Context: an optimization exercise on an open-source flow, tuned for small area. The choices shown serve that exercise and are no tape-out recipe. Function was checked by simulation only, so behaviour that the tests miss may differ from the original. Power is estimated from default activity; no workload was simulated.

==> design.v <==
package cst_pkg;
  localparam int LINE_W   = 16;
  localparam int START_W  = 24;
  localparam int LENGTH_W = 16;
  localparam int ENTRY_W = 72;
  localparam logic [3:0] TK_NONE = 4'd2;
endpackage
module cst_front (
  input  logic        clk,
  input  logic        rst,
  input  logic        src_valid,
  input  logic [8:0]  src_item,
  input  logic        full,
  output logic        fire,
  output logic        push,
  output logic [71:0] last_entry
);
  localparam logic [2:0] MODE_IDLE     = 3'd0;
  localparam logic [2:0] MODE_NUMBER   = 3'd1;
  localparam logic [2:0] MODE_NUMDOT   = 3'd2;
  localparam logic [2:0] MODE_FRACTION = 3'd3;
  localparam logic [2:0] MODE_SLASH    = 3'd4;
  localparam logic [2:0] MODE_COMMENT  = 3'd5;
  localparam logic [2:0] MODE_IDENT    = 3'd7;
  localparam logic [4:0] ST_FINISHED   = 5'd6;
  logic [4:0]  st;
  logic [2:0]  mode, mode_next;
  logic [3:0]  kw_progress, kw_next;
  logic        finished, finished_next;
  logic [15:0] line_q;
  logic [23:0] origin_q;
  logic [24:0] count_q;
  logic        op_line, op_load;
  logic [1:0]  op_add;
  logic [2:0]  fk_q;
  logic [3:0]  tk_q;
  logic [15:0] line_cur;
  logic [23:0] origin_cur;
  logic [24:0] count_cur;
  logic        eos, active;
  logic [7:0]  c;
  logic        is_letter, is_digit, is_ws, is_lf, is_slash, is_dot, is_punct;
  logic [3:0]  pkind, kw_start, kw_adv;
  logic        do_flush, do_start, cont;
  logic [1:0]  cnt_add;
  logic [24:0] count_sum;
  logic [16:0] line_sum;
  logic [25:0] offset_sum;
  logic [2:0]  fk;
  logic [3:0]  tk;
  assign mode        = st[4] ? MODE_IDENT : (st == ST_FINISHED ? MODE_IDLE : st[2:0]);
  assign kw_progress = st[3:0];
  assign finished    = (st == ST_FINISHED);
  assign fire   = src_valid && !full;
  assign eos    = src_item[0];
  assign c      = src_item[8:1];
  assign active = fire && !eos && !finished;
  assign is_letter = (c >= 8'h61 && c <= 8'h7A) || (c >= 8'h41 && c <= 8'h5A) || c == 8'h5F;
  assign is_digit  = c >= 8'h30 && c <= 8'h39;
  assign is_ws     = c == 8'h20 || c == 8'h09 || c == 8'h0D;
  assign is_lf     = c == 8'h0A;
  assign is_slash  = c == 8'h2F;
  assign is_dot    = c == 8'h2E;
  always_comb begin
    is_punct = 1'b1;
    case (c)
      8'h28:   pkind = 4'd4;
      8'h29:   pkind = 4'd5;
      8'h7B:   pkind = 4'd6;
      8'h7D:   pkind = 4'd7;
      8'h5B:   pkind = 4'd8;
      8'h5D:   pkind = 4'd9;
      8'h3B:   pkind = 4'd10;
      8'h7E:   pkind = 4'd11;
      8'h2D:   pkind = 4'd12;
      default: begin pkind = 4'd1; is_punct = 1'b0; end
    endcase
  end
  always_comb begin
    case (c)
      8'h69:   kw_start = 4'd1;
      8'h76:   kw_start = 4'd4;
      8'h72:   kw_start = 4'd8;
      default: kw_start = 4'd0;
    endcase
  end
  always_comb begin
    kw_adv = 4'd0;
    case (kw_progress)
      4'd1:  if (c == 8'h6E) kw_adv = 4'd2;
      4'd2:  if (c == 8'h74) kw_adv = 4'd3;
      4'd4:  if (c == 8'h6F) kw_adv = 4'd5;
      4'd5:  if (c == 8'h69) kw_adv = 4'd6;
      4'd6:  if (c == 8'h64) kw_adv = 4'd7;
      4'd8:  if (c == 8'h65) kw_adv = 4'd9;
      4'd9:  if (c == 8'h74) kw_adv = 4'd10;
      4'd10: if (c == 8'h75) kw_adv = 4'd11;
      4'd11: if (c == 8'h72) kw_adv = 4'd12;
      4'd12: if (c == 8'h6E) kw_adv = 4'd13;
      default: kw_adv = 4'd0;
    endcase
  end
  always_comb begin
    cont    = 1'b0;
    cnt_add = 2'd1;
    case (mode)
      MODE_IDENT:    cont = is_letter || is_digit;
      MODE_NUMBER:   begin cont = is_digit || is_dot; cnt_add = {1'b0, !is_dot}; end
      MODE_NUMDOT:   begin cont = is_digit; cnt_add = 2'd2; end
      MODE_FRACTION: cont = is_digit;
      MODE_SLASH:    cont = is_slash;
      MODE_COMMENT:  cont = 1'b1;
      default:       cont = 1'b0;
    endcase
  end
  assign do_start = active && !cont;
  assign do_flush = (fire && eos && !finished) || do_start;
  always_comb begin
    mode_next     = mode;
    kw_next       = kw_progress;
    finished_next = finished;
    if (active) begin
      if (cont) begin
        kw_next = kw_adv;
        case (mode)
          MODE_NUMBER:  if (is_dot) mode_next = MODE_NUMDOT;
          MODE_NUMDOT:  mode_next = MODE_FRACTION;
          MODE_SLASH:   mode_next = MODE_COMMENT;
          MODE_COMMENT: if (is_lf) mode_next = MODE_IDLE;
          default:      mode_next = mode;
        endcase
      end else begin
        kw_next = kw_start;
        if (is_slash)       mode_next = MODE_SLASH;
        else if (is_letter) mode_next = MODE_IDENT;
        else if (is_digit)  mode_next = MODE_NUMBER;
        else                mode_next = MODE_IDLE;
      end
    end
    if (fire && eos) begin
      finished_next = 1'b1;
      mode_next     = MODE_IDLE;
      kw_next       = 4'd0;
    end
  end
  always_comb begin
    fk = 3'd0;
    if (do_flush) begin
      case (mode)
        MODE_IDENT: begin
          case (kw_progress)
            4'd3:    fk = 3'd5;
            4'd7:    fk = 3'd6;
            4'd13:   fk = 3'd7;
            default: fk = 3'd3;
          endcase
        end
        MODE_NUMBER, MODE_FRACTION: fk = 3'd2;
        MODE_NUMDOT:                fk = 3'd4;
        MODE_SLASH:                 fk = 3'd1;
        default:                    fk = 3'd0;
      endcase
    end
  end
  always_comb begin
    tk = cst_pkg::TK_NONE;
    if (fire && eos)
      tk = 4'd0;
    else if (do_start && !(is_ws || is_lf || is_slash || is_letter || is_digit))
      tk = pkind;
  end
  assign push = fire && (fk != 3'd0 || tk != cst_pkg::TK_NONE);
  assign offset_sum = {1'b0, origin_q, 1'b1} + {1'b0, count_q[23:0], fk_q == 3'd4};
  assign count_sum  = {1'b0, count_q[23:0]} + {23'd0, op_add};
  assign line_sum   = {1'b0, line_q} + 17'd1;
  assign line_cur   = op_line ? (line_sum[15:0] | {16{line_sum[16]}}) : line_q;
  assign origin_cur = op_load ? (offset_sum[24:1] | {24{offset_sum[25] | count_q[24]}}) : origin_q;
  assign count_cur  = op_load ? {23'd0, op_add} : {count_q[24] | count_sum[24], count_sum[23:0]};
  assign last_entry = {line_q, origin_q, count_q, fk_q, tk_q};
  always_ff @(posedge clk) begin
    if (rst) begin
      st       <= 5'd0;
      line_q   <= 16'd1;
      origin_q <= '0;
      count_q  <= '0;
      op_line  <= 1'b0;
      op_load  <= 1'b0;
      op_add   <= 2'd0;
    end else begin
      st       <= finished_next ? ST_FINISHED :
                  (mode_next == MODE_IDENT) ? {1'b1, kw_next} : {2'b00, mode_next};
      if (fire) begin
        line_q   <= line_cur;
        origin_q <= origin_cur;
        count_q  <= count_cur;
        op_line  <= active && is_lf;
        op_load  <= do_flush;
        op_add   <= (active && cont) ? cnt_add : {1'b0, do_start};
      end
    end
  end
  always_ff @(posedge clk) begin
    if (fire) begin
      fk_q   <= fk;
      tk_q   <= tk;
    end
  end
endmodule
module cst_queue (
  input  logic        clk,
  input  logic        rst,
  input  logic        fire,
  input  logic        push,
  input  logic [71:0] last_entry,
  output logic        full,
  input  logic        pop,
  output logic [71:0] head,
  output logic        empty
);
  logic [71:0] store [3];
  logic [2:0]  rd_oh, wr_oh;
  logic [1:0]  count;
  logic        none_stored;    
  logic        last_held;      
  logic        pop_last, pop_store, wr;
  assign none_stored = (count == 2'd0);
  assign full        = (count == 2'd3) && last_held;
  assign empty       = none_stored && !last_held;
  assign head        = ({72{!none_stored && rd_oh[0]}} & store[0])
                     | ({72{!none_stored && rd_oh[1]}} & store[1])
                     | ({72{!none_stored && rd_oh[2]}} & store[2])
                     | ({72{none_stored}} & last_entry);
  assign pop_last    = pop && none_stored;
  assign pop_store   = pop && !none_stored;
  assign wr          = fire && last_held && !pop_last;
  always_ff @(posedge clk) begin
    for (int i = 0; i < 3; i++) begin
      if (wr && wr_oh[i]) store[i] <= last_entry;
    end
  end
  always_ff @(posedge clk) begin
    if (rst) begin
      rd_oh     <= 3'b001;
      wr_oh     <= 3'b001;
      count     <= 2'd0;
      last_held <= 1'b0;
    end else begin
      if (wr)        wr_oh <= {wr_oh[1:0], wr_oh[2]};
      if (pop_store) rd_oh <= {rd_oh[1:0], rd_oh[2]};
      count <= count + {1'b0, wr} - {1'b0, pop_store};
      if (fire)          last_held <= push;
      else if (pop_last) last_held <= 1'b0;
    end
  end
endmodule
module cst_back (
  input  logic        clk,
  input  logic        rst,
  input  logic [71:0] head,
  input  logic        empty,
  output logic        pop,
  output logic        tok_valid,
  input  logic        tok_ready,
  output logic [60:0] tok_item
);
  logic [15:0] line;
  logic [23:0] o;
  logic [24:0] n;
  logic [2:0]  fk;
  logic [3:0]  tk;
  logic [1:0]  idx, fc, last_idx;
  logic        tv, is_last, sel_f0, sel_f1, sel_t, numdot, n_big;
  logic [3:0]  kind, f0_kind;
  logic [23:0] start;
  logic [25:0] sum;
  logic [15:0] length;
  assign {line, o, n, fk, tk} = head;
  assign numdot   = (fk == 3'd4);
  assign fc       = {numdot, (fk != 3'd0) && !numdot};
  assign tv       = (tk != cst_pkg::TK_NONE);
  assign last_idx = fc + {1'b0, tv} - 2'd1;
  assign is_last  = (idx == last_idx);
  assign sel_f0   = (idx == 2'd0) && (fk != 3'd0);
  assign sel_f1   = (idx == 2'd1) && numdot;
  assign sel_t    = !sel_f0 && !sel_f1;
  always_comb begin
    case (fk)
      3'd1:    f0_kind = 4'd1;
      3'd3:    f0_kind = 4'd3;
      3'd5:    f0_kind = 4'd13;
      3'd6:    f0_kind = 4'd14;
      3'd7:    f0_kind = 4'd15;
      default: f0_kind = 4'd2;
    endcase
  end
  assign sum = {1'b0, o, 1'b1} + {1'b0, n[23:0] & {24{!sel_f0}}, numdot && sel_t};
  always_comb begin
    start = sum[24:1];
    if (sum[25] || (n[24] && !sel_f0)) start = {23'h7FFFFF, sel_t};
    else if (sel_f1 && sum[24:1] == 24'hFFFFFF) start = 24'hFFFFFE;
  end
  assign n_big = |n[24:16];
  always_comb begin
    if (sel_f0) begin
      kind   = f0_kind;
      length = n[15:0] | {16{n_big}};
    end else if (sel_f1) begin
      kind   = 4'd1;
      length = 16'd1;
    end else begin
      kind   = tk;
      length = {15'd0, tk != 4'd0};
    end
  end
  assign tok_valid = !empty;
  assign pop       = tok_valid && tok_ready && is_last;
  assign tok_item  = {kind, line, start, length, is_last};
  always_ff @(posedge clk) begin
    if (rst) begin
      idx <= 2'd0;
    end else if (tok_valid && tok_ready) begin
      idx <= is_last ? 2'd0 : idx + 2'd1;
    end
  end
endmodule
module c_subset_token_scanner (
  input  logic        clk,
  input  logic        rst,
  input  logic        src_valid,
  output logic        src_ready,
  input  logic [8:0]  src_item,
  output logic        tok_valid,
  input  logic        tok_ready,
  output logic [60:0] tok_item
);
  logic        fire, push, pop, full, empty;
  logic [71:0] last_entry, head;
  assign src_ready = !full;
  cst_front u_front (
    .clk       (clk),
    .rst       (rst),
    .src_valid (src_valid),
    .src_item  (src_item),
    .full      (full),
    .fire      (fire),
    .push      (push),
    .last_entry(last_entry)
  );
  cst_queue u_queue (
    .clk       (clk),
    .rst       (rst),
    .fire      (fire),
    .push      (push),
    .last_entry(last_entry),
    .full      (full),
    .pop       (pop),
    .head      (head),
    .empty     (empty)
  );
  cst_back u_back (
    .clk      (clk),
    .rst      (rst),
    .head     (head),
    .empty    (empty),
    .pop      (pop),
    .tok_valid(tok_valid),
    .tok_ready(tok_ready),
    .tok_item (tok_item)
  );
endmodule
==> flow/run.sh <==
#!/bin/bash
# Own layout flow: the standard flow with three changes.
#  1. After the standard synthesis, the combinational logic is mapped again
#     by ABC for area (remap.ys): each ABC script in scripts.abc is tried and
#     the netlist with the smallest cell area is kept. Every register keeps
#     the instance, name and cell the standard synthesis gave it.
#  2. Port buffers are the smallest buffer cell.
#  3. Clock tree synthesis uses larger sink clusters and no dummy loads.
# Each tool's full output goes to a log file in this folder.
set -euo pipefail
HERE=$(pwd)
R=$HERE/orfs/results/$FLOW_PLATFORM/c_subset_token_scanner/base
LIB=$FLOW_HOME/platforms/$FLOW_PLATFORM/lib/sky130_fd_sc_hd__tt_025C_1v80.lib
YOSYS=$FLOW_HOME/../tools/install/yosys/bin/yosys
[[ -x $YOSYS ]] || YOSYS=yosys

bash standard.sh synth > 1_standard_synth.log 2>&1
cp "$R/1_2_yosys.v" "$HERE/1_2_yosys_standard.v"

python3 flow/mklibs.py "$LIB" "$HERE/comb.lib" "$HERE/abc.lib" > 2_mklibs.log 2>&1

best=""; best_area=""
i=0
while IFS= read -r script; do
  [[ -z "$script" ]] && continue
  i=$((i + 1))
  printf '%s\n' "$script" > "remap_$i.abc"
  sed -e "s#@LIB@#$LIB#; s#@COMB@#$HERE/comb.lib#; s#@ABCLIB@#$HERE/abc.lib#" \
      -e "s#@IN@#$HERE/1_2_yosys_standard.v#; s#@TOP@#$FLOW_TOP#" \
      -e "s#@SCRIPT@#$HERE/remap_$i.abc#; s#@OUT@#$HERE/1_2_yosys_remap_$i.v#" \
      flow/remap.ys.in > "remap_$i.ys"
  if "$YOSYS" -l "3_remap_$i.log" "remap_$i.ys" > /dev/null 2>&1; then
    area=$(grep "Chip area" "3_remap_$i.log" | tail -1 | awk '{print $NF}')
    echo "script $i: area $area: $script" >> 3_remap_summary.log
    if [[ -n "$area" ]] && { [[ -z "$best_area" ]] || python3 -c "import sys; sys.exit(0 if float('$area') < float('$best_area') else 1)"; }; then
      best=$i; best_area=$area
    fi
  else
    echo "script $i: failed: $script" >> 3_remap_summary.log
  fi
done < flow/scripts.abc
echo "kept script $best (area $best_area)" >> 3_remap_summary.log
cp "$HERE/1_2_yosys_remap_$best.v" "$R/1_2_yosys.v"
rm -f "$R/1_synth.odb" "$R/1_synth.sdc"

export BUFFER_PORTS_ARGS="-buffer_cell sky130_fd_sc_hd__buf_1"
export CTS_ARGS="-sink_clustering_enable -repair_clock_nets -dont_use_dummy_load -sink_clustering_size 12 -sink_clustering_max_diameter 40 -buf_list {sky130_fd_sc_hd__clkbuf_4}"
bash standard.sh > 4_standard_layout.log 2>&1
==> flow/mklibs.py <==
#!/usr/bin/env python3
"""Write two cut-down copies of the platform liberty for remap.ys:
comb.lib - every combinational cell (no ff/latch/statetable), read as white boxes
abc.lib  - the cells ABC may map to: comb.lib less the platform's don't-use
           (lpflow, probe) cells and cells without a function."""
import re, sys
src, comb_out, abc_out = sys.argv[1:4]
t = open(src).read()
idx = [m.start() for m in re.finditer(r'\n\s*cell\s*\(', t)]
head = t[:idx[0]]
end = t.rindex('}')
cells = [t[idx[i]:(idx[i + 1] if i + 1 < len(idx) else end)] for i in range(len(idx))]
comb, abc = [], []
for c in cells:
    name = re.search(r'cell\s*\(\s*"?(\w+)', c).group(1)
    if re.search(r'\n\s*(ff|latch|statetable)\s*\(', c):
        continue
    comb.append(c)
    if 'lpflow' in name or 'probe' in name or not re.search(r'function\s*:', c):
        continue
    abc.append(c)
open(comb_out, 'w').write(head + ''.join(comb) + '\n}\n')
open(abc_out, 'w').write(head + ''.join(abc) + '\n}\n')
print(len(cells), 'cells;', len(comb), 'combinational;', len(abc), 'for ABC')
==> flow/remap.ys.in <==
# Re-map the combinational logic of the standard synthesis netlist for area.
# Registers (and every other sequential cell) stay the cells and instances
# that the standard synthesis made; only the logic between them changes.
read_liberty -lib @LIB@
read_liberty -wb -overwrite @COMB@
read_verilog @IN@
hierarchy -top @TOP@
flatten -wb
opt -fast
abc -liberty @ABCLIB@ -script @SCRIPT@
opt_clean -purge
splitnets
opt_clean -purge
hilomap -singleton -hicell sky130_fd_sc_hd__conb_1 HI -locell sky130_fd_sc_hd__conb_1 LO
insbuf -buf sky130_fd_sc_hd__buf_4 A X
opt_clean -purge
stat -liberty @LIB@
write_verilog -noattr -noexpr -nohex -nodec @OUT@
==> flow/scripts.abc <==
strash; dc2; dc2; &get -n; &dch -f; &nf -R 1000; &put
strash; dc2; dc2; dc2; &get -n; &dch -f; &nf -R 1000; &put
strash; dc2; dc2; &get -n; &dch -f; &nf -R 1000; &put; strash; dc2; &get -n; &dch -f; &nf -R 1000; &put
strash; dc2; dc2; dch -f; amap
strash; dc2; &get -n; &st; &syn2; &dch -f; &nf -R 1000; &put
strash; ifraig; dc2; dc2; &get -n; &dch -f; &nf -R 1000; &put
==> standard.sh <==
#!/bin/bash
# synth_recipe.tcl (not shown) runs the flow's synth.tcl, then flattens the netlist and writes it again
# the make line also repeats each setting of config.mk as NAME=value (left out here)
make -C /OpenROAD-flow-scripts/flow DESIGN_CONFIG=/design/flow/config.mk WORK_HOME=/design/flow/orfs CLKGATE_MAP_FILE= SYNTH_SCRIPT=/design/flow/synth_recipe.tcl "${@:-finish}"
==> config.mk <==
export PLATFORM = sky130hd
export DESIGN_NAME = c_subset_token_scanner
export DESIGN_NICKNAME = c_subset_token_scanner
export VERILOG_FILES = /design/flow/design.v
export SDC_FILE = /design/flow/constraint.sdc
export NUM_CORES = 4
export LEC_CHECK = 0
export CAP_MARGIN = 20
export CORE_MARGIN = 2
export CORE_UTILIZATION = 40
export SLEW_MARGIN = 20
==> constraint.sdc <==
create_clock -name core_clock -period 8.0 [get_ports {clk}]
set_input_delay 1.6000 -clock core_clock [delete_from_list [all_inputs] [get_ports {clk}]]
set_output_delay 1.6000 -clock core_clock [all_outputs]
set_load 0.01 [all_outputs]
==> insert_results.sql, run 1 <==
INSERT INTO impl_metrics (metric_group, metric, value, unit) VALUES
('timing', 'timing.final.crit_period', '7.91', 'ns'),
('yosys', 'syn-num-nets', '1326', ''),
('yosys', 'syn_inst', '1313', ''),
('global_routing', 'globalRouteTotalUtil', '19.5', '%'),
('floorplan', 'die_x', '192', 'um'),
('layout', 'seqCellArea', '8410', 'sq um'),
('layout', 'final_net_count', '1493', ''),
('route', 'vias', '11200', ''),
('route', 'wl_per_cell', '18.7', 'um'),
('worst_setup_path', 'cp-start-kind', 'flop', ''),
('route', 'first_iter_violations', '941', ''),
('layout', 'finalNonFillerCells', '1935', ''),
('clocking', 'cts_buffer_depth', '3', ''),
('power_and_ir_drop', 'vdd_ir_drop_max', '0.0836', 'mV'),
('clocking', 'worst_skew_pair.late_latency', '0.66', 'ns'),
('power_and_ir_drop', 'static_leakage', '5.09', 'nW'),
('placement', 'post_dp_cell_area', '15300', 'sq um'),
('worst_setup_path', 'crit-reg2reg-launch', 'u_front.fk_q[0]$_DFFE_PP_', ''),
('timing', 'timing.final.setup_violations', '0', ''),
('route', 'detail-route-antenna-nets', '0', ''),
('status', 'run_status', 'complete, no violations', ''),
('route', 'drc', '0', ''),
('floorplan', 'die_area', '36900', 'sq um'),
('floorplan', 'floorplan.io_pins', '76', ''),
('timing', 'rsz0062_at_grt', 'true', ''),
('yosys', 'netlist_area', '14200', 'sq um'),
('clocking', 'clock_tree.htree_level_count', '2', ''),
('worst_setup_path', 'cpLargestDelayFamily', 'simple AND/OR/NAND/NOR gates', ''),
('timing', 'timing.final.hold_violations', '0', ''),
('floorplan', 'rows', '68', ''),
('clocking', 'hold_buffers', '0', ''),
('placement', 'portBuffers', '75', ''),
('clocking', 'clk_pin_slew', '0.12', 'ns'),
('layout', 'fillers', '3311', ''),
('worst_setup_path', 'cp_max_fo', '11', ''),
('timing', 'max_clock_freq', '126', 'MHz'),
('global_routing', 'vias_in_the_first_global_route', '10500', ''),
('layout', 'post-route-util', '45.6', '%'),
('layout', 'flow.area_growth_from_synthesis', '11.7', '%'),
('run', 'maxCapViolCount', '0', ''),
('global_routing', 'pin_count_of_the_biggest_net_entering_global_routing', '59', ''),
('worst_setup_path', 'cpPeakStageDelay', '0.42', 'ns'),
('timing', 'post-route-period-util', '98.9', '%'),
('worst_hold_path', 'holdCritPathClass', 'reg -> reg', ''),
('layout', 'multi_input_comb_area', '5770', 'sq um'),
('worst_setup_path', 'crit_end', 'tok_item[17]', ''),
('placement', 'dpl.hpwl', '23100', 'um'),
('worst_setup_path', 'cp-end-kind', 'output pin', ''),
('global_routing', 'grt_first_pass_wirelength', '56900', 'um'),
('clocking', 'clock-root-buffer', 'sky130_fd_sc_hd__clkbuf_4', ''),
('worst_setup_path', 'critical_path_class', 'reg -> out', ''),
('route', 'total_length_of_routed_wires', '36200', 'um'),
('timing', 'final_max_slew_viol_count', '0', ''),
('floorplan', 'design.core.area', '34700', 'sq um'),
('timing', 'max-slew-margin-rel', '38.6', '%'),
('floorplan', 'initial_core_util', '40.8', '%'),
('worst_setup_path', 'critPathLaunch', 'u_queue.store[0][5]$_DFFE_PP_', ''),
('worst_setup_path', 'r2r_cells', '28', ''),
('yosys', 'syn_avg_cell_area', '10.8', 'sq um'),
('timing', 'worst_clock_skew', '0.0898', 'ns'),
('route', 'avgViaCountPerCell', '5.78', ''),
('route', 'detail_route.first_pass.iterations', '7', ''),
('layout', 'fin_area', '15800', 'sq um'),
('worst_hold_path', 'hold_path.startpoint', 'u_queue.wr_oh[0]$_SDFFE_PP1P_', ''),
('timing', 'worst_slew_pin_slew', '0.921', 'ns'),
('clocking', 'clock_tree_from_tritoncts', 'done', ''),
('placement', 'placer_s_final_routability_congestion_estimate', '0.896', ''),
('power_and_ir_drop', 'cellPowerDensity', '194', 'nW/um^2'),
('global_routing', 'antenna_found_initial', '1', ''),
('yosys', 'synth-warning-count', '4', ''),
('timing', 'final.hold.worst_slack', '0.471', 'ns');
flip-flops by register name, indices dropped and copies added (netlist names):
register	cells
u_queue.last_held	1
u_front.line_q	16
u_front.fk_q	3
u_queue.wr_oh	3
u_queue.rd_oh	3
u_front.st	5
u_front.count_q	25
u_front.op_load	1
u_queue.count	2
u_front.op_line	1
u_front.tk_q	4
u_back.idx	2
u_front.op_add	2
u_queue.store	216
u_front.origin_q	24
placed cells by master (no fill, tap or decap), drive strengths merged, types with 6 or more instances in the layout:
master,n
a211oi,6
a21o,10
a21oi,147
a222oi,71
a22oi,6
a31oi,13
and2,16
and3,21
buf,121
clkbuf,44
clkinv,26
dfxtp,85
edfxtp,223
maj3,14
nand2,138
nand2b,11
nand3,25
nand4,6
nor2,142
nor2b,10
nor3,56
nor4,8
o21a,14
o21ai,111
or2,8
or3,14
xnor2,49
xor2,32
layout make-up:
type / count / share of cell area [%]
Multi-Input combinational cell: 979 / 36.5
Sequential cell: 308 / 53.2
Antenna cell: 2 / 0.0316
Inverter: 26 / 0.625
Timing Repair Buffer: 123 / 4.12
Tap cell: 455 / 3.60
Clock buffer: 42 / 1.99
power breakdown:
| group | internal (mW) | total (mW) | switching, mW |
|---|---|---|---|
| Clock | 0.242 | 0.720 | 0.478 |
| Sequential | 1.75 | 1.79 | 0.0402 |
| Combinational | 0.188 | 0.562 | 0.374 |
metal layers:
layer,vias up,wire [um],global-route usage (%)
met4,0,688,4.46
li1,5420,-,-
met5,-,0,0
met2,308,17700,33.8
met1,5387,16000,26.0
met3,60,1790,2.48
stage by stage:
| step | worst slack [ns] | total power [mW] |
|---|---|---|
| 3_3_place_gp | 0.597 | 2.38 |
| 3_5_place_dp | 0.459 | 2.38 |
| 4_1_cts | 0.0150 | 3.10 |
| 2_1_floorplan | -0.370 | 2.16 |
| 6_report | 0.0915 | 3.07 |
| 5_1_grt | -0.316 | 3.23 |
worst min path at each step:
stage                                          endpoint  slack (ns)  cells past startpoint
after floorplan           u_queue.wr_oh[0]$_SDFFE_PP1P_        0.43                      1
after global routing      u_queue.wr_oh[0]$_SDFFE_PP1P_        0.49                      1
after CTS                 u_queue.wr_oh[0]$_SDFFE_PP1P_        0.47                      1
final                     u_queue.wr_oh[0]$_SDFFE_PP1P_        0.47                      1
after detailed placement  u_queue.wr_oh[0]$_SDFFE_PP1P_        0.46                      1
after global placement    u_queue.wr_oh[0]$_SDFFE_PP1P_        0.45                      1
what timing repair did:
item,in CTS,in global routing
gates resized for setup,4,10
setup buffers,15,4
endpoints found under the setup margin,1,2
pin swaps,6,9
==> run 2: changes to the inputs <==
--- a/flow/run.sh
+++ b/flow/run.sh
@@ -44,5 +44,5 @@
 rm -f "$R/1_synth.odb" "$R/1_synth.sdc"
 
 export BUFFER_PORTS_ARGS="-buffer_cell sky130_fd_sc_hd__buf_1"
-export CTS_ARGS="-sink_clustering_enable -repair_clock_nets -dont_use_dummy_load -sink_clustering_size 12 -sink_clustering_max_diameter 40 -buf_list {sky130_fd_sc_hd__clkbuf_4}"
+export CTS_ARGS="-sink_clustering_enable -repair_clock_nets -dont_use_dummy_load -sink_clustering_size 20 -sink_clustering_max_diameter 60 -buf_list {sky130_fd_sc_hd__clkbuf_4 sky130_fd_sc_hd__clkbuf_8}"
 bash standard.sh > 4_standard_layout.log 2>&1
--- a/config.mk
+++ b/config.mk
@@ -8,4 +8,5 @@
 export CAP_MARGIN = 20
 export CORE_MARGIN = 2
 export CORE_UTILIZATION = 40
+export GPL_TIMING_DRIVEN = 0
 export SLEW_MARGIN = 20
==> run 2 against run 1 <==
- still clean on timing, DRC and antenna
- power increased by 3.6%
- synthesized cell count unchanged
- register-to-register slack got worse by 0.06 ns
- count of clock-buffer cells in the layout decreased by 14
- clock skew decreased by 0.013 ns
- first-iteration DRC count increased by 7.1%
- die area unchanged
- clock power increased by about 10%
- maximum frequency increased by 1.5%
- highest routed layer unchanged
==> insert_results.sql, run 2 <==
INSERT INTO impl_metrics (metric_group, metric, value, unit) VALUES
('status', 'run_status', 'complete, no violations', ''),
('layout', 'multi_input_comb_area', '5920', 'sq um'),
('worst_hold_path', 'holdPathEnd', 'u_queue.store[0][57]$_DFFE_PP_', ''),
('layout', 'flow.area_growth_from_synthesis', '14.7', '%'),
('power_and_ir_drop', 'comb_power_share', '18.8', '%'),
('layout', 'most_frequent_standard_cell_in_the_layout_excluding_fill_and_tap_cells', 'sky130_fd_sc_hd__edfxtp_1', ''),
('yosys', 'netlist_area', '14200', 'sq um'),
('floorplan', 'floorplan.io_pins', '76', ''),
('global_routing', 'globalRoute.totalOverflow', '0', ''),
('route', 'total_length_of_routed_wires', '37100', 'um'),
('placement', 'portBuffers', '75', ''),
('layout', 'layout-drive-gt1-share', '8.14', '%'),
('timing', 'timing.final.crit_period', '7.79', 'ns'),
('power_and_ir_drop', 'static_leakage', '5.23', 'nW'),
('global_routing', 'vias_in_the_first_global_route', '10500', ''),
('power_and_ir_drop', 'power.switching', '913', 'uW'),
('clocking', 'cts_buffer_depth', '3', ''),
('layout', 'regMostFlops', 'u_queue.store', ''),
('power_and_ir_drop', 'switching_share', '28.7', '%'),
('clocking', 'worst_skew_pair.late_latency', '0.60', 'ns'),
('worst_setup_path', 'ff2ff_setup_slack', '0.58', 'ns'),
('placement', 'placer_s_final_routability_congestion_estimate', '0.900', ''),
('yosys', 'syn_inst', '1313', ''),
('worst_setup_path', 'worstPathRequired', '6.40', 'ns'),
('power_and_ir_drop', 'power_frac_clock', '24.9', '%'),
('floorplan', 'fp.dieH', '192', 'um'),
('timing', 'timing.final.setup_violations', '0', ''),
('route', 'detail-route-antenna-nets', '0', ''),
('global_routing', 'globalRouteTotalUtil', '20.0', '%'),
('worst_setup_path', 'cp-end-kind', 'output pin', ''),
('clocking', 'cts_num_sinks', '308', ''),
('clocking', 'clock-root-buffer', 'sky130_fd_sc_hd__clkbuf_8', ''),
('power_and_ir_drop', 'cellPowerDensity', '196', 'nW/um^2'),
('layout', 'mostFrequentLayoutCells', 'sky130_fd_sc_hd__edfxtp_1 (223), sky130_fd_sc_hd__a21oi_1 (143), sky130_fd_sc_hd__nor2_1 (136), sky130_fd_sc_hd__nand2_1 (134), sky130_fd_sc_hd__o21ai_0 (107)', ''),
('worst_setup_path', 'worst_path_max_delay_cell', 'sky130_fd_sc_hd__or4_4', ''),
('global_routing', 'antenna_found_initial', '0', ''),
('layout', 'fillers', '3246', ''),
('layout', 'antenna_cells_inserted', '0', ''),
('worst_setup_path', 'critical_path_class', 'reg -> out', ''),
('route', 'drc', '0', ''),
('timing', 'max_clock_freq', '128', 'MHz'),
('clocking', 'clock_tree_from_tritoncts', 'done', ''),
('route', 'vias', '11100', ''),
('timing', 'worst_clock_skew', '0.0766', 'ns'),
('global_routing', 'grt_first_pass_wirelength', '58100', 'um'),
('power_and_ir_drop', 'vdd_ir_drop_max', '0.0846', 'mV'),
('worst_setup_path', 'crit-reg2reg-launch', 'u_front.fk_q[0]$_DFFE_PP_', ''),
('worst_setup_path', 'cpPeakStageDelay', '0.54', 'ns'),
('timing', 'max-slew-margin-rel', '32.6', '%'),
('worst_hold_path', 'holdCritPathClass', 'reg -> reg', ''),
('layout', 'largest_register_ffs', '216', ''),
('timing', 'final_max_slew_viol_count', '0', ''),
('timing', 'worst_slew_pin_slew', '1.01', 'ns'),
('worst_setup_path', 'cp-start-kind', 'flop', ''),
('layout', 'biggestRegsByFlops', 'u_queue.store x216, u_front.count_q x25, u_front.origin_q x24', ''),
('clocking', 'cts_buffers', '28', ''),
('route', 'wl_per_cell', '19.4', 'um'),
('yosys', 'syn_avg_cell_area', '10.8', 'sq um'),
('power_and_ir_drop', 'internal_portion_of_total_power', '2.27', 'mW'),
('clocking', 'clock_tree.htree_level_count', '1', ''),
('route', 'first_iter_violations', '1008', ''),
('placement', 'dpl.cell_count', '1856', ''),
('route', 'detail_route.first_pass.iterations', '5', ''),
('timing', 'timing.final.hold_violations', '0', ''),
('route', 'avgViaCountPerCell', '5.80', ''),
('worst_setup_path', 'cp_data_arrival_time', '6.19', 'ns'),
('worst_hold_path', 'hold_path.startpoint', 'u_front.line_q[1]$_SDFFE_PP0P_', ''),
('power_and_ir_drop', 'pwr-share-seq', '56.3', '%'),
('clocking', 'hold_buffers', '0', ''),
('floorplan', 'rows', '68', ''),
('floorplan', 'die_x', '192', 'um'),
('timing', 'final.hold.worst_slack', '0.480', 'ns'),
('floorplan', 'die_area', '36900', 'sq um'),
('layout', 'finalNonFillerCells', '1917', ''),
('run', 'maxCapViolCount', '0', ''),
('floorplan', 'design.core.area', '34700', 'sq um'),
('clocking', 'clk_pin_slew', '0.12', 'ns'),
('timing', 'post-route-period-util', '97.4', '%'),
('layout', 'seqCellArea', '8410', 'sq um'),
('layout', 'final_net_count', '1477', ''),
('worst_setup_path', 'r2r_cells', '29', ''),
('worst_setup_path', 'cp_max_fo', '12', ''),
('yosys', 'synth-warning-count', '4', ''),
('timing', 'rsz0062_at_grt', 'true', ''),
('placement', 'dpl.hpwl', '22800', 'um'),
('global_routing', 'pin_count_of_the_biggest_net_entering_global_routing', '48', ''),
('worst_hold_path', 'worstHoldPathCells', '0', ''),
('worst_setup_path', 'worst_r2r_endpoint', 'u_front.origin_q[21]$_SDFFE_PP0P_', ''),
('floorplan', 'initial_core_util', '40.8', '%'),
('yosys', 'syn-num-nets', '1326', '');
[run 2: timing repair]
action	4_1_cts	5_1_grt
resized for setup	15	22
endpoints found under the setup margin	24	25
hold endpoints to repair	0	0
gates cloned	3	0
pin swaps	8	24
buffers inserted	17	13
[run 2: cell type report]
class	instances	area share (%)
Clock buffer	28	2.37
Inverter	26	0.608
Multi-Input combinational cell	982	36.4
Sequential cell	308	51.8
Tap cell	455	3.50
Timing Repair Buffer	118	5.31
[run 2: per-layer routing]
layer	vias to the layer above	part of all wire, %	wire [um]	global-route usage [%]
met5	-	0	0	0
met4	0	2.9	1070	5.93
met3	65	5.6	2060	2.89
met2	311	48	17900	33.5
met1	5361	43	16000	26.9
li1	5377	-	-	-
[run 2: worst max-delay path by stage]
| stage | from | end | cells after the start | slack, ns |
|---|---|---|---|---|
| CTS | u_queue.rd_oh[0]$_SDFFE_PP1P_ | tok_item[17] | 28 | 0.0003 |
| global placement | u_queue.rd_oh[0]$_SDFFE_PP1P_ | tok_item[17] | 30 | -3.39 |
| global route | u_queue.store[0][4]$_DFFE_PP_ | tok_item[17] | 28 | -0.11 |
| floorplan | u_queue.count[0]$_SDFF_PP0_ | tok_item[17] | 27 | -0.37 |
| detailed placement | u_queue.rd_oh[0]$_SDFFE_PP1P_ | tok_item[17] | 28 | -1.33 |
| finish | u_queue.rd_oh[0]$_SDFFE_PP1P_ | tok_item[17] | 27 | 0.21 |
[run 2: power by group through the flow]
stage | clock network (mW) | registers (mW) | logic (mW)
6_report | 0.793 | 1.79 | 0.599
5_1_grt | 0.868 | 1.80 | 0.658
4_1_cts | 0.810 | 1.79 | 0.589
3_5_place_dp | 0 | 1.83 | 0.551
3_3_place_gp | 0 | 1.84 | 0.516
2_1_floorplan | 0 | 1.82 | 0.343
[run 2: through the flow]
| step | setup slack [ns] | power, mW | setup TNS [ns] | instance area (sq um) | util, % |
|---|---|---|---|---|---|
| floorplan | -0.370 | 2.16 | -0.370 | 14200 | - |
| global placement | -3.39 | 2.36 | -182.96 | 15100 | 43.4 |
| detailed placement | -1.33 | 2.38 | -16.42 | 15400 | 44.5 |
| CTS | 0.000253 | 3.19 | 0 | 16100 | 46.3 |
| global route | -0.107 | 3.33 | -0.107 | 16300 | 46.8 |
| finish | 0.205 | 3.19 | 0 | 16300 | 46.8 |
[run 2: critical path, delay by kind of cell (launching register included)]
kind / cells / cell delay, ns
AOI/OAI and AO/OA: 8 / 1.71
xor gates and xnor gates: 1 / 0.09
adders and majority gates: 3 / 0.79
buffers and inverters: 4 / 0.38
DFF: 1 / 0.41
and+or+nand+nor: 11 / 2.26
==> run 3: changes to the inputs <==
--- a/config.mk
+++ b/config.mk
@@ -8,5 +8,4 @@
 export CAP_MARGIN = 20
 export CORE_MARGIN = 2
 export CORE_UTILIZATION = 40
-export GPL_TIMING_DRIVEN = 0
 export SLEW_MARGIN = 20
==> run 3 against run 2 <==
- via count down 0.81%
- final cell count down 0.16%
- sequential power barely moved
- maximum frequency rose by 1.1%
- routed wire length down 3.0%
- worst setup slack better by 0.081 ns
- core utilization shrank 1.1 points
- area after synthesis unchanged
- first-iteration DRC count fell by 6.2%
- synthesized cell count unchanged
- flip-flop and latch count stayed put
- combinational power shrank 6.3%
- critical path type unchanged
- largest cell class unchanged
==> insert_results.sql, run 3 <==
INSERT INTO impl_metrics (metric_group, metric, value, unit) VALUES
('timing', 'final_max_slew_viol_count', '0', ''),
('layout', 'layout-drive-gt1-share', '7.20', '%'),
('clocking', 'clock-root-buffer', 'sky130_fd_sc_hd__clkbuf_8', ''),
('clocking', 'clock_tree_from_tritoncts', 'done', ''),
('clocking', 'worst_skew_pair.late_latency', '0.59', 'ns'),
('timing', 'timing.final.hold_violations', '0', ''),
('timing', 'max_clock_freq', '130', 'MHz'),
('floorplan', 'initial_core_util', '40.8', '%'),
('yosys', 'netlist_area', '14200', 'sq um'),
('timing', 'max-slew-margin-rel', '37.4', '%'),
('worst_hold_path', 'holdCritPathClass', 'reg -> reg', ''),
('worst_hold_path', 'holdPathEnd', 'u_queue.wr_oh[0]$_SDFFE_PP1P_', ''),
('timing', 'timing.final.setup_violations', '0', ''),
('placement', 'place_worst_setup_slack', '0.459', 'ns'),
('clocking', 'cts_buffer_depth', '3', ''),
('layout', 'largest_register_ffs', '216', ''),
('route', 'avgViaCountPerCell', '5.76', ''),
('layout', 'most_frequent_standard_cell_in_the_layout_excluding_fill_and_tap_cells', 'sky130_fd_sc_hd__edfxtp_1', ''),
('run', 'maxCapViolCount', '0', ''),
('global_routing', 'pin_count_of_the_biggest_net_entering_global_routing', '59', ''),
('worst_setup_path', 'cp-end-kind', 'output pin', ''),
('timing', 'worst_clock_skew', '0.0698', 'ns'),
('layout', 'regMostFlops', 'u_queue.store', ''),
('power_and_ir_drop', 'finalPower', '3.10', 'mW'),
('power_and_ir_drop', 'cellPowerDensity', '196', 'nW/um^2'),
('worst_hold_path', 'hold_path.startpoint', 'u_queue.wr_oh[0]$_SDFFE_PP1P_', ''),
('worst_setup_path', 'path_common_cell', 'sky130_fd_sc_hd__nand2_2', ''),
('timing', 'worst_slew_pin_slew', '0.938', 'ns'),
('worst_setup_path', 'worstPathRequired', '6.40', 'ns'),
('worst_setup_path', 'cp_data_arrival_time', '6.11', 'ns'),
('worst_setup_path', 'cp_max_fo', '11', ''),
('layout', 'post-route-util', '45.7', '%'),
('worst_setup_path', 'instance_count_on_the_critical_path', '30', ''),
('worst_setup_path', 'cpLargestDelayFamily', 'compound AO/OA/AOI/OAI gates', ''),
('worst_setup_path', 'worst_path_max_delay_cell', 'sky130_fd_sc_hd__a222oi_1', ''),
('timing', 'fin_tns_setup', '0', 'ns'),
('clocking', 'cts_buffers', '25', ''),
('global_routing', 'globalRouteTotalUtil', '19.3', '%'),
('floorplan', 'rows', '68', ''),
('placement', 'dpl.hpwl', '23100', 'um'),
('floorplan', 'die_area', '36900', 'sq um'),
('route', 'detail_route.first_pass.iterations', '6', ''),
('route', 'total_length_of_routed_wires', '36000', 'um'),
('worst_setup_path', 'ff2ff_setup_slack', '0.66', 'ns'),
('placement', 'post_dp_cell_area', '15300', 'sq um'),
('timing', 'timing.final.crit_period', '7.71', 'ns'),
('route', 'wl_per_cell', '18.8', 'um'),
('route', 'vias', '11000', ''),
('layout', 'fin_area', '15900', 'sq um'),
('yosys', 'syn_avg_cell_area', '10.8', 'sq um'),
('yosys', 'syn_inst', '1313', ''),
('floorplan', 'die_x', '192', 'um'),
('placement', 'placer_s_final_routability_congestion_estimate', '0.896', ''),
('placement', 'portBuffers', '75', ''),
('power_and_ir_drop', 'vdd_ir_drop_max', '0.0928', 'mV'),
('floorplan', 'floorplan.io_pins', '76', ''),
('worst_setup_path', 'critical_path_class', 'reg -> out', ''),
('worst_hold_path', 'worstHoldPathCells', '1', ''),
('status', 'run_status', 'complete, no violations', ''),
('timing', 'min_setup_slack_post_route', '0.287', 'ns'),
('worst_setup_path', 'critPathBufInv', '5', ''),
('worst_setup_path', 'r2r_cells', '27', ''),
('worst_setup_path', 'cp-start-kind', 'flop', ''),
('worst_setup_path', 'crit-reg2reg-launch', 'u_front.fk_q[2]$_DFFE_PP_', ''),
('global_routing', 'antenna_found_initial', '0', ''),
('yosys', 'synth-warning-count', '4', ''),
('layout', 'biggestRegsByFlops', 'u_queue.store x216, u_front.count_q x25, u_front.origin_q x24', ''),
('timing', 'post-route-period-util', '96.4', '%'),
('floorplan', 'design.core.area', '34700', 'sq um'),
('route', 'detail-route-antenna-nets', '0', ''),
('worst_setup_path', 'cpPeakStageDelay', '0.45', 'ns'),
('global_routing', 'grt_first_pass_wirelength', '56400', 'um'),
('global_routing', 'globalRoute.totalOverflow', '0', ''),
('layout', 'flow.area_growth_from_synthesis', '11.9', '%'),
('worst_setup_path', 'worst_r2r_endpoint', 'u_front.origin_q[7]$_SDFFE_PP0P_', ''),
('floorplan', 'fp.dieH', '192', 'um'),
('layout', 'fillers', '3303', ''),
('clocking', 'cts_num_sinks', '308', ''),
('clocking', 'clock_tree.htree_level_count', '1', ''),
('layout', 'antenna_cells_inserted', '0', ''),
('layout', 'mostFrequentLayoutCells', 'sky130_fd_sc_hd__edfxtp_1 (223), sky130_fd_sc_hd__a21oi_1 (143), sky130_fd_sc_hd__nor2_1 (136), sky130_fd_sc_hd__nand2_1 (135), sky130_fd_sc_hd__o21ai_0 (108)', ''),
('route', 'drc', '0', ''),
('layout', 'finalNonFillerCells', '1914', ''),
('layout', 'final_net_count', '1474', ''),
('clocking', 'clk_pin_slew', '0.11', 'ns'),
('power_and_ir_drop', 'static_leakage', '5.07', 'nW'),
('clocking', 'hold_buffers', '0', ''),
('placement', 'dpl.cell_count', '1872', ''),
('timing', 'final.hold.worst_slack', '0.482', 'ns'),
('global_routing', 'vias_in_the_first_global_route', '10400', ''),
('route', 'first_iter_violations', '946', ''),
('yosys', 'syn-num-nets', '1326', '');
run 3: metal layers:
metal  global-route usage (%)  vias up  share of wire (%)
li1                         -     5365                  -
met1                     26.2     5318                 45
met2                     33.6      296                 49
met3                     1.64       45                4.6
met4                     4.26        0                1.9
met5                        0        -                  0
run 3: worst max-delay path by stage:
| stage | startpoint | to | slack, ns |
|---|---|---|---|
| 5_1_grt | u_queue.store[0][5]$_DFFE_PP_ | tok_item[17] | -0.11 |
| 3_3_place_gp | u_queue.store[0][4]$_DFFE_PP_ | tok_item[17] | 0.60 |
| 4_1_cts | u_queue.store[0][4]$_DFFE_PP_ | tok_item[17] | 0.0001 |
| 3_5_place_dp | u_queue.store[0][4]$_DFFE_PP_ | tok_item[17] | 0.46 |
| 6_report | u_queue.store[0][5]$_DFFE_PP_ | tok_item[17] | 0.29 |
| 2_1_floorplan | u_queue.count[0]$_SDFF_PP0_ | tok_item[17] | -0.37 |
run 3: worst register-to-register path, delay by kind of cell (launching register included):
family | cells | cell delay, ns
adders and majority gates | 8 | 3.43
AOI/OAI and AO/OA | 10 | 2.04
and+or+nand+nor | 8 | 0.99
DFF | 1 | 0.48
buffers and inverters | 1 | 0.29
run 3: final cells by class:
| class | instances | area, sq um | area share [%] |
|---|---|---|---|
| Sequential cell | 308 | 8410 | 53.0 |
| Multi-Input combinational cell | 979 | 5790 | 36.5 |
| Timing Repair Buffer | 121 | 639 | 4.03 |
| Tap cell | 455 | 569 | 3.59 |
| Clock buffer | 25 | 344 | 2.17 |
| Inverter | 26 | 98.8 | 0.624 |
run 3: what timing repair did:
item | 4_1_cts | 5_1_grt
endpoints found under the setup margin | 1 | 2
pin swaps | 3 | 17
cloned | 0 | 0
gates resized for setup | 4 | 18
setup buffers | 11 | 6
run 3: where the power goes:
part	internal, mW	switching [mW]
combinational	0.187	0.374
clock	0.279	0.467
sequential	1.75	0.0405
total	2.22	0.881
==> run 4: changes to the inputs <==
--- a/config.mk
+++ b/config.mk
@@ -7,5 +7,6 @@
 export LEC_CHECK = 0
 export CAP_MARGIN = 20
 export CORE_MARGIN = 2
-export CORE_UTILIZATION = 40
+export CORE_UTILIZATION = 50
+export PLACE_DENSITY = 0.65
 export SLEW_MARGIN = 20
==> run 4 against run 3 <==
- register-to-register slack worse by 0.11 ns
- sequential power hardly changed
- synthesized cell count unchanged
- core utilization grew 11 points
- hold slack improved by 0.0026 ns
- die area decreased by 20%
- non-clock buffer count fell by 14
- sequential share of layout area increased by 0.65 points
- maximum frequency down 0.26%
- combinational power down 1%
- critical path type unchanged
==> insert_results.sql, run 4 <==
INSERT INTO impl_metrics (metric_group, metric, value, unit) VALUES
('status', 'run_status', 'complete, no violations', ''),
('global_routing', 'globalRouteTotalUtil', '23.4', '%'),
('worst_setup_path', 'worstPathRequired', '6.40', 'ns'),
('route', 'drc', '0', ''),
('yosys', 'syn_inst', '1313', ''),
('placement', 'dpl.hpwl', '22200', 'um'),
('layout', 'largest_register_ffs', '216', ''),
('worst_setup_path', 'worst_r2r_endpoint', 'u_front.origin_q[1]$_SDFFE_PP0P_', ''),
('worst_hold_path', 'worstHoldPathCells', '1', ''),
('clocking', 'clk_pin_slew', '0.09', 'ns'),
('global_routing', 'pin_count_of_the_biggest_net_entering_global_routing', '69', ''),
('worst_setup_path', 'cpPeakStageDelay', '0.44', 'ns'),
('yosys', 'netlist_area', '14200', 'sq um'),
('power_and_ir_drop', 'power.switching', '879', 'uW'),
('worst_setup_path', 'path_common_cell', 'sky130_fd_sc_hd__maj3_2', ''),
('clocking', 'clock-root-buffer', 'sky130_fd_sc_hd__clkbuf_8', ''),
('worst_setup_path', 'crit-reg2reg-launch', 'u_front.fk_q[0]$_DFFE_PP_', ''),
('global_routing', 'antenna_found_initial', '0', ''),
('timing', 'max_clock_freq', '129', 'MHz'),
('layout', 'mostFrequentLayoutCells', 'sky130_fd_sc_hd__edfxtp_1 (223), sky130_fd_sc_hd__a21oi_1 (143), sky130_fd_sc_hd__nor2_1 (138), sky130_fd_sc_hd__nand2_1 (136), sky130_fd_sc_hd__o21ai_0 (108)', ''),
('worst_setup_path', 'r2r_cells', '28', ''),
('route', 'detail-route-antenna-nets', '0', ''),
('floorplan', 'die_x', '172', 'um');
run 4: critical path, delay by kind of cell, from the launching register on:
family,cells,cell delay (ns)
XOR/XNOR,1,0.11
flip-flops,1,0.38
AO/OA/AOI/OAI,8,1.69
adder cells (fa/ha/maj),3,0.82
buffers and inverters,3,0.30
AND/OR/NAND/NOR,13,2.28
run 4: power groups by stage:
stage	sequential [mW]	combinational (mW)	clock, mW
after floorplan	1.82	0.343	0
after global placement	1.83	0.536	0
after detailed placement	1.83	0.538	0
after CTS	1.79	0.545	0.767
after global routing	1.80	0.608	0.817
final	1.79	0.554	0.747
run 4: worst max path at each step:
stage / from / end / slack, ns / depth (start not counted)
2_1_floorplan: u_queue.count[0]$_SDFF_PP0_ / tok_item[17] / -0.37 / 27
3_5_place_dp: u_queue.store[0][4]$_DFFE_PP_ / tok_item[17] / 0.36 / 27
4_1_cts: u_queue.store[0][4]$_DFFE_PP_ / tok_item[17] / 0.003 / 28
3_3_place_gp: u_queue.store[0][4]$_DFFE_PP_ / tok_item[17] / 0.54 / 27
5_1_grt: u_queue.store[0][4]$_DFFE_PP_ / tok_item[17] / -0.05 / 28
6_report: u_queue.store[0][4]$_DFFE_PP_ / tok_item[17] / 0.27 / 28
run 4: cell type report:
class	instances	area (sq um)	area share, %
inverters	26	98.8	0.631
repair buffers	107	527	3.36
flip-flops and latches	308	8410	53.7
multi-input cells	979	5810	37.1
well taps	378	473	3.02
clock buffers	25	344	2.20
run 4: repair_timing:
item / in CTS / in global routing
resized for setup: 3 / 18
setup buffers: 3 / 6
gates cloned: 0 / 0
endpoints found under the setup margin: 1 / 1
pin swaps: 2 / 12
hold buffers: 0 / 0
run 4: through the flow:
stage                     hold slack (ns)  std cells  setup slack, ns  instance area (sq um)  TNS, ns
final                               0.485       1823            0.267                  15700        0
after global routing                0.518       1823          -0.0473                  15700  -0.0484
after CTS                           0.492       1817          0.00299                  15500        0
after detailed placement            0.471       1789            0.356                  15200        0
after global placement              0.448       1789            0.535                  15200        0
after floorplan                     0.427       1313           -0.370                  14200   -0.370
run 4: metal layers:
metal	track usage (%)	vias up	wire, um
met3	2.38	55	1710
met1	31.9	5207	15700
met4	6.58	0	899
met2	39.9	321	16900
li1	-	5334	-
met5	0	-	0

## separate check: timing with driven ports
How much do the figures lean on ideal ports? The routed layouts below were timed once more, with nothing changed but the port constraints.
Step 1: set_driving_cell puts a clkbuf_16 on clk and a buf_2 on each other input, an assumption about the parent block.
Step 2 also shifts input and output timing later by t, the mid clock arrival at the registers, as if the neighbouring blocks saw the same clock.
a / b / c = ideal ports / drivers / drivers and shift; a / b = the first two.
run | t (ns) | setup WS [ns] | slew at the worst register clock pin (ns) | worst slew at a driven data input, ns
run 1 | 0.656 | 0.091 / 0.051 / 0.637 | 0.12 / 0.12 | 0.05
run 2 | 0.602 | 0.205 / 0.158 / 0.585 | 0.12 / 0.12 | 0.05
run 3 | 0.601 | 0.287 / 0.238 / 0.656 | 0.12 / 0.12 | 0.05
run 4 | 0.612 | 0.267 / 0.218 / 0.554 | 0.12 / 0.12 | 0.03
After both steps every run listed still meets setup and hold.
